Background: an optimization exercise with open tools, aiming at small area. Do not read the settings as production practice. In this exercise RTL edits were held to simulation tests only and were not proved equivalent to the original.

==> flow/design.v (excerpt) <==
module dma_csr (
    input  logic        clk,
    input  logic        rst_n,
    input  logic        psel,
    input  logic        penable,
    input  logic        pwrite,
    input  logic [31:0] paddr,
    input  logic [31:0] pwdata,
    output logic [31:0] prdata,
    output logic        pready,
    output logic        pslverr,
    input  logic        mwr_done_i,
    input  logic [20:0] cpld_data_size_i,
    output logic [31:0] wr_addr_o,
    output logic [15:0] wr_len_o,
    output logic [2:0]  wr_tc_o,
    output logic        wr_64b_o,
    output logic [7:0]  wr_up_addr_o,
    output logic [31:0] wr_count_o,
    output logic        wr_start_o,
    output logic        wr_int_dis_o,
    output logic [31:0] rd_addr_o,
    output logic [15:0] rd_len_o,
    output logic [2:0]  rd_tc_o,
    output logic        rd_64b_o,
    output logic [7:0]  rd_up_addr_o,
    output logic [31:0] rd_count_o,
    output logic        rd_start_o,
    output logic        rd_int_dis_o,
    output logic        init_rst_o,
    output logic        mrd_done_o
);
==> flow/config.mk <==
export PLATFORM = sky130hd
export DESIGN_NAME = dma_csr
export DESIGN_NICKNAME = dma_csr
export VERILOG_FILES = /design/flow/design.v
export SDC_FILE = /design/flow/constraint.sdc
export NUM_CORES = 4
export LEC_CHECK = 0
export CAP_MARGIN = 10
export CORE_MARGIN = 2
export CORE_UTILIZATION = 65
export CTS_BUF_LIST = sky130_fd_sc_hd__clkbuf_16
export CTS_CLUSTER_DIAMETER = 90
export CTS_CLUSTER_SIZE = 28
export GPL_TIMING_DRIVEN = 0
export SLEW_MARGIN = 10
==> flow/constraint.sdc <==
create_clock -name core_clock -period 6.5 [get_ports {clk}]
set_input_delay 1.3000 -clock core_clock [delete_from_list [all_inputs] [get_ports {clk}]]
set_output_delay 1.3000 -clock core_clock [all_outputs]
set_load 0.01 [all_outputs]
standard.sh (not shown) runs the stock make flow with config.mk's settings and CLKGATE_MAP_FILE= SYNTH_SCRIPT=/design/flow/synth_recipe.tcl, a recipe that flattens the netlist after the stock synthesis.
==> flow/flow/run.sh <==
#!/bin/bash
# The standard ORFS layout (standard.sh) with these changes:
#  * synthesis maps the logic with an area-oriented ABC script
#    (flow/abc_area.script, no delay target); flow/synth.tcl is
#    synth_recipe.tcl with that abc
#    call wrapped, and flattens and renames as synth_recipe.tcl does;
#  * the port buffers use the smallest buffer cell.
set -euo pipefail
here=$(pwd)
export MY_ABC_SCRIPT=$here/flow/abc_area.script
export MY_ABC_NOD=1
export BUFFER_PORTS_ARGS="-buffer_cell sky130_fd_sc_hd__buf_1"
sed "s#SYNTH_SCRIPT=[^ ]*#SYNTH_SCRIPT=$here/flow/synth.tcl#" standard.sh > own_standard.sh
bash own_standard.sh > standard_flow.log 2>&1
==> flow/flow/abc_area.script <==
strash; dc2; balance; rewrite; refactor; balance; rewrite; rewrite -z; balance; refactor -z; rewrite -z; balance; &get -n; &dch -f; &nf; &put
==> flow/flow/synth.tcl <==
proc synth {args} { yosys synth -nofsm -noshare {*}$args }
if {[info exists ::env(MY_ABC_SCRIPT)]} {
  proc abc {args} {
    set orig $args
    set i [lsearch -exact $args -script]
    if {$i >= 0} { set args [lreplace $args $i [expr {$i+1}] -script $::env(MY_ABC_SCRIPT)] }
    if {[info exists ::env(MY_ABC_NOD)]} {
      set j [lsearch -exact $args -D]
      if {$j >= 0} { set args [lreplace $args $j [expr {$j+1}]] }
    }
    if {[info exists ::env(MY_ABC_SPEED_MODULES)]} {
      puts "MY_ABC speed: $orig $::env(MY_ABC_SPEED_MODULES)"
      yosys abc {*}$orig {*}$::env(MY_ABC_SPEED_MODULES)
      puts "MY_ABC area: $args $::env(DESIGN_NAME)"
      yosys abc {*}$args $::env(DESIGN_NAME)
    } else {
      puts "MY_ABC: $args"
      yosys abc {*}$args
    }
  }
}
source $::env(SCRIPTS_DIR)/synth.tcl
# left out here: clear keep_hierarchy, flatten, clean up, hide names made inside functions, write 1_2_yosys.v
The starting point completed without violations.
Edit:
--- a/flow/flow/run.sh
+++ b/flow/flow/run.sh
@@ -3,3 +3,4 @@
-#  * synthesis maps the logic with an area-oriented ABC script
-#    (flow/abc_area.script, no delay target); flow/synth.tcl is
-#    synth_recipe.tcl with that abc
+#  * synthesis keeps the multiply-step module dma_csr_mac apart until
+#    technology mapping, maps it with ORFS's own (speed) ABC script and the
+#    rest of the design with an area-oriented one (flow/abc_area.script,
+#    no delay target); flow/synth.tcl is synth_recipe.tcl with that abc
@@ -11,0 +13,2 @@
+export MY_ABC_SPEED_MODULES=dma_csr_mac
+export SYNTH_KEEP_MODULES=dma_csr_mac
CAP_MARGIN = 0   (was 10)
SLEW_MARGIN = 0   (was 10)
What happened:
- The new run produced a clean layout
- wire length goes up by 4.7%
- synthesized cell count is higher by 4.1%
- design area stays flat
- non-clock buffer count went down by 2
- area after synthesis is higher by 2.8%
- maximum frequency came out lower by 0.54%
- worst setup slack loses 0.034 ns

## re-timing with driven ports
The flow's constraints put no driver on any port. The routed layouts listed below were extracted and timed again, unchanged, in two steps. Step 1 assumes that a clkbuf_16 drives the clock port and a buf_2 every other input. Step 2 adds t to the input delays and takes it off the output delays; t is the mean of the earliest and latest rising clock arrival at the registers after step 1. Input paths then give back, and output paths get back, about the clock's delay inside the block. Slacks: ideal / step 1 / step 2; pairs: ideal / step 1.
| run | shift t [ns] | setup WS [ns] | worst setup path at the end | worst data-port slew with drivers (ns) |
|---|---|---|---|---|
| the first run | 0.561 | 0.215 / 0.235 / -0.326 | input to register | 0.08 |
| the second run | 0.565 | 0.181 / 0.206 / -0.359 | input to register | 0.07 |
Met with ideal ports but missed after step 2: setup timing in the first run and the second run. For the first run, which loses most, drivers alone change the setup slack by +0.020 ns; drivers and shift together by -0.541 ns.
